Background: an optimization exercise with open tools, aiming at small area and a short achievable clock period. Do not read the settings as production practice. Only simulation tests tie the RTL to the original design; equivalence was not proved. No activity file was given, so power comes from the tool's default toggle rates.

## job 4369
// pmp_csr_bank
module pmp_csr_bank #(
  parameter int PMP_LEN    = 54,
  parameter int NR_ENTRIES = 16
) (
  input  logic                      clk_i,
  input  logic                      rst_i,
  input  logic                      req_valid_i,
  input  logic [11:0]               req_addr_i,
  input  logic [1:0]                req_op_i,
  input  logic [63:0]               req_wdata_i,
  input  logic [1:0]                priv_lvl_i,
  output logic                      rsp_valid_o,
  output logic [63:0]               rsp_rdata_o,
  output logic                      rsp_error_o,
  output logic [16*PMP_LEN-1:0]     conf_addr_o,
  output logic [127:0]              conf_o,
  output logic                      cfg_changed_o
);
For scale: about 5100 cells after synthesis, about 1000 flip-flops, ~1100 I/O pins.
Settings: LEC_CHECK=0, ABC_AREA=1, CAP_MARGIN=20, CORE_AREA=3 3 327 327, CTS_CLUSTER_DIAMETER=120, CTS_CLUSTER_SIZE=26, DIE_AREA=0 0 330 330, SETUP_SLACK_MARGIN=5, SLEW_MARGIN=20, TNS_END_PERCENT=5; clock period 8.0 ns.
standard.sh (not shown) runs the stock make flow with config.mk's settings and CLKGATE_MAP_FILE= SYNTH_SCRIPT=/design/flow/synth_recipe.tcl, a recipe that flattens the netlist after the stock synthesis.
==> flow/flow/run.sh <==
#!/bin/bash
# Layout: the standard ORFS flow (standard.sh), except that the input and
# output port buffers are the smallest buffer cell instead of the resizer's
# default pick (a 10 um2 delay buffer). Timing repair resizes them as needed.
set -o pipefail
export BUFFER_PORTS_ARGS="-buffer_cell sky130_fd_sc_hd__buf_1"
bash standard.sh > standard.log 2>&1
Job 4369: done, clean on timing, DRC and antenna
Relative to job 4369, the following input files were edited for job 2883:
# job 4369
export LEC_CHECK = 0
export ABC_AREA = 1
export CAP_MARGIN = 20
export CORE_AREA = 3 3 327 327
export CTS_CLUSTER_DIAMETER = 120
export CTS_CLUSTER_SIZE = 26
export DIE_AREA = 0 0 330 330
export SETUP_SLACK_MARGIN = 5
export SLEW_MARGIN = 20
export TNS_END_PERCENT = 5
create_clock -name core_clock -period 8.0 [get_ports {clk_i}]
# job 2883
export LEC_CHECK = 0
export ABC_AREA = 1
export CAP_MARGIN = 20
export CORE_AREA = 3 3 327 327
export CTS_CLUSTER_DIAMETER = 120
export CTS_CLUSTER_SIZE = 26
export DIE_AREA = 0 0 330 330
export GPL_ROUTABILITY_DRIVEN = 0
export SETUP_SLACK_MARGIN = 5
export SLEW_MARGIN = 20
export TNS_END_PERCENT = 5
create_clock -name core_clock -period 8.0 [get_ports {clk_i}]
Summary of job 2883 over job 4369: via density per instance barely changed, met2 wirelength from detailed routing moved up.
Lower setup slack was reported by job 2883, not job 4369.
Slew at the pin with the worst max-slew slack sits higher in job 2883 than in job 4369.
Of the two values seen for worst setup path category, register to output pin was produced by job 2883 and primary input to register by job 4369.
The number of cells in the finished layout apart from fillers was comparable across job 4369 and job 2883.
The endpoint of the worst setup timing path comes out addr_q[108]$_DFFE_PP_ in one run and cfg_changed_o in the other, namely in job 4369 and job 2883 respectively.
For job 9403, these inputs were changed with respect to job 2883:
# job 2883
export LEC_CHECK = 0
export ABC_AREA = 1
export CAP_MARGIN = 20
export CORE_AREA = 3 3 327 327
export CTS_CLUSTER_DIAMETER = 120
export CTS_CLUSTER_SIZE = 26
export DIE_AREA = 0 0 330 330
export GPL_ROUTABILITY_DRIVEN = 0
export SETUP_SLACK_MARGIN = 5
export SLEW_MARGIN = 20
export TNS_END_PERCENT = 5
create_clock -name core_clock -period 8.0 [get_ports {clk_i}]
# job 9403
export LEC_CHECK = 0
export ABC_AREA = 1
export CAP_MARGIN = 20
export CORE_AREA = 3 3 327 327
export CTS_CLUSTER_DIAMETER = 120
export CTS_CLUSTER_SIZE = 26
export DIE_AREA = 0 0 330 330
export SETUP_SLACK_MARGIN = 4.8
export SLEW_MARGIN = 20
export TNS_END_PERCENT = 5
create_clock -name core_clock -period 8.0 [get_ports {clk_i}]
### Flow results
- Looking at slack of the critical path across job 9403 and job 2883, the one that comes out higher is job 2883.
- Highest ir drop seen on vdd in job 9403 is 53 uV above job 2883.
- Diff job 2883..job 9403 | flip-flop and latch count | unchanged
- From job 2883 to job 9403 the numbers moved as follows: final instance area dropped 3.3%; met1 track utilization from global routing lost 1.8 points; wire length decreased by 3.8% relative to the old numbers.
- Job 9403 has worst hold slack above what job 2883 had.
- Sort job 9403 and job 2883 by final-layout clock buffer total desc -> top: job 2883
The inputs of job 8737 differ from those of job 9403 as listed below.
# job 9403
export LEC_CHECK = 0
export ABC_AREA = 1
export CAP_MARGIN = 20
export CORE_AREA = 3 3 327 327
export CTS_CLUSTER_DIAMETER = 120
export CTS_CLUSTER_SIZE = 26
export DIE_AREA = 0 0 330 330
export SETUP_SLACK_MARGIN = 4.8
export SLEW_MARGIN = 20
export TNS_END_PERCENT = 5
create_clock -name core_clock -period 8.0 [get_ports {clk_i}]
# job 8737
export LEC_CHECK = 0
export ABC_AREA = 1
export CAP_MARGIN = 10
export CORE_AREA = 3 3 327 327
export DIE_AREA = 0 0 330 330
export SETUP_SLACK_MARGIN = 5
export SLEW_MARGIN = 10
export TNS_END_PERCENT = 5
create_clock -name core_clock -period 8.0 [get_ports {clk_i}]
## What came out
Job 8737 against job 9403: sequential group share of total power down 10 points; total stage count of the critical path down 8; initial antenna violation count up 11%; clock buffer count from CTS up 66.
For the first-iteration DRC count, job 8737 came in about 10% higher than job 9403 did.
Clock group share of total power, job 9403 and job 8737: higher on job 8737
Launching instance or port of the critical path = req_addr_i[11]: job 9403; launching instance or port of the critical path = chg_q[2]$_DFF_P_: job 8737
Register-to-register slack: job 8737 vs job 9403 up 0.35 ns
Diff job 9403 -> job 8737 | total power | increase of 22%
Between job 8737 and job 9403, it is job 8737 whose number of non-clock buffers is higher, by 85.
The clock power of job 8737 was inferior to that of job 9403.
Job 9403 vs job 8737, startpoint-to-endpoint class of the critical path: primary input to register vs register to output pin
#### Input delta (job 8750 over job 8737)
# job 8737
export LEC_CHECK = 0
export ABC_AREA = 1
export CAP_MARGIN = 10
export CORE_AREA = 3 3 327 327
export DIE_AREA = 0 0 330 330
export SETUP_SLACK_MARGIN = 5
export SLEW_MARGIN = 10
export TNS_END_PERCENT = 5
create_clock -name core_clock -period 8.0 [get_ports {clk_i}]
# job 8750
export LEC_CHECK = 0
export ABC_AREA = 1
export CAP_MARGIN = 20
export CORE_AREA = 3 3 327 327
export DIE_AREA = 0 0 330 330
export SETUP_SLACK_MARGIN = 5
export SLEW_MARGIN = 20
export TNS_END_PERCENT = 30
create_clock -name core_clock -period 8.0 [get_ports {clk_i}]
[summary]
Job 8750 vs. job 8737: cell area went up by 5100 um2.
The run showing the greater global routing usage on met2 is job 8750.
Comparing job 8737 and job 8750, the lower number of inserted diodes is on job 8750.
Buffer count excluding the clock tree in the final layout for job 8750: 12% up relative to job 8737

## separate check: timing with driven ports
The flow's constraints put no driver on any port. The routed layouts listed below were extracted and timed again, unchanged, in two steps. Step 1 (the two cells are an assumption about what drives the block):
set clk [get_ports {clk_i}]
set_driving_cell -lib_cell sky130_fd_sc_hd__clkbuf_16 $clk
set_driving_cell -lib_cell sky130_fd_sc_hd__buf_2 [delete_from_list [all_inputs] $clk]
Step 2 moves the port delays by t, midway between the first and last clock arrival at a register: inputs arrive t later, outputs are due t later. That takes back most of the time a late clock gives input paths. Slacks: no drivers / after step 1 / after step 2; pairs: no drivers / after step 1.
run	t (ns)	setup WS [ns]	pins driven straight from the clock port
job 4369	0.768	4.694 / 4.393 / 3.625	1
job 2883	0.764	4.686 / 4.554 / 3.790	1
job 9403	0.746	4.631 / 4.440 / 3.694	1
job 8737	0.784	4.705 / 4.395 / 3.610	1
job 8750	0.792	4.680 / 4.600 / 3.899	1
After both steps setup and hold are still met in every run listed. The setup slack of job 8737, which loses most, moves by -0.310 ns with the drivers and by -1.095 ns with both steps.
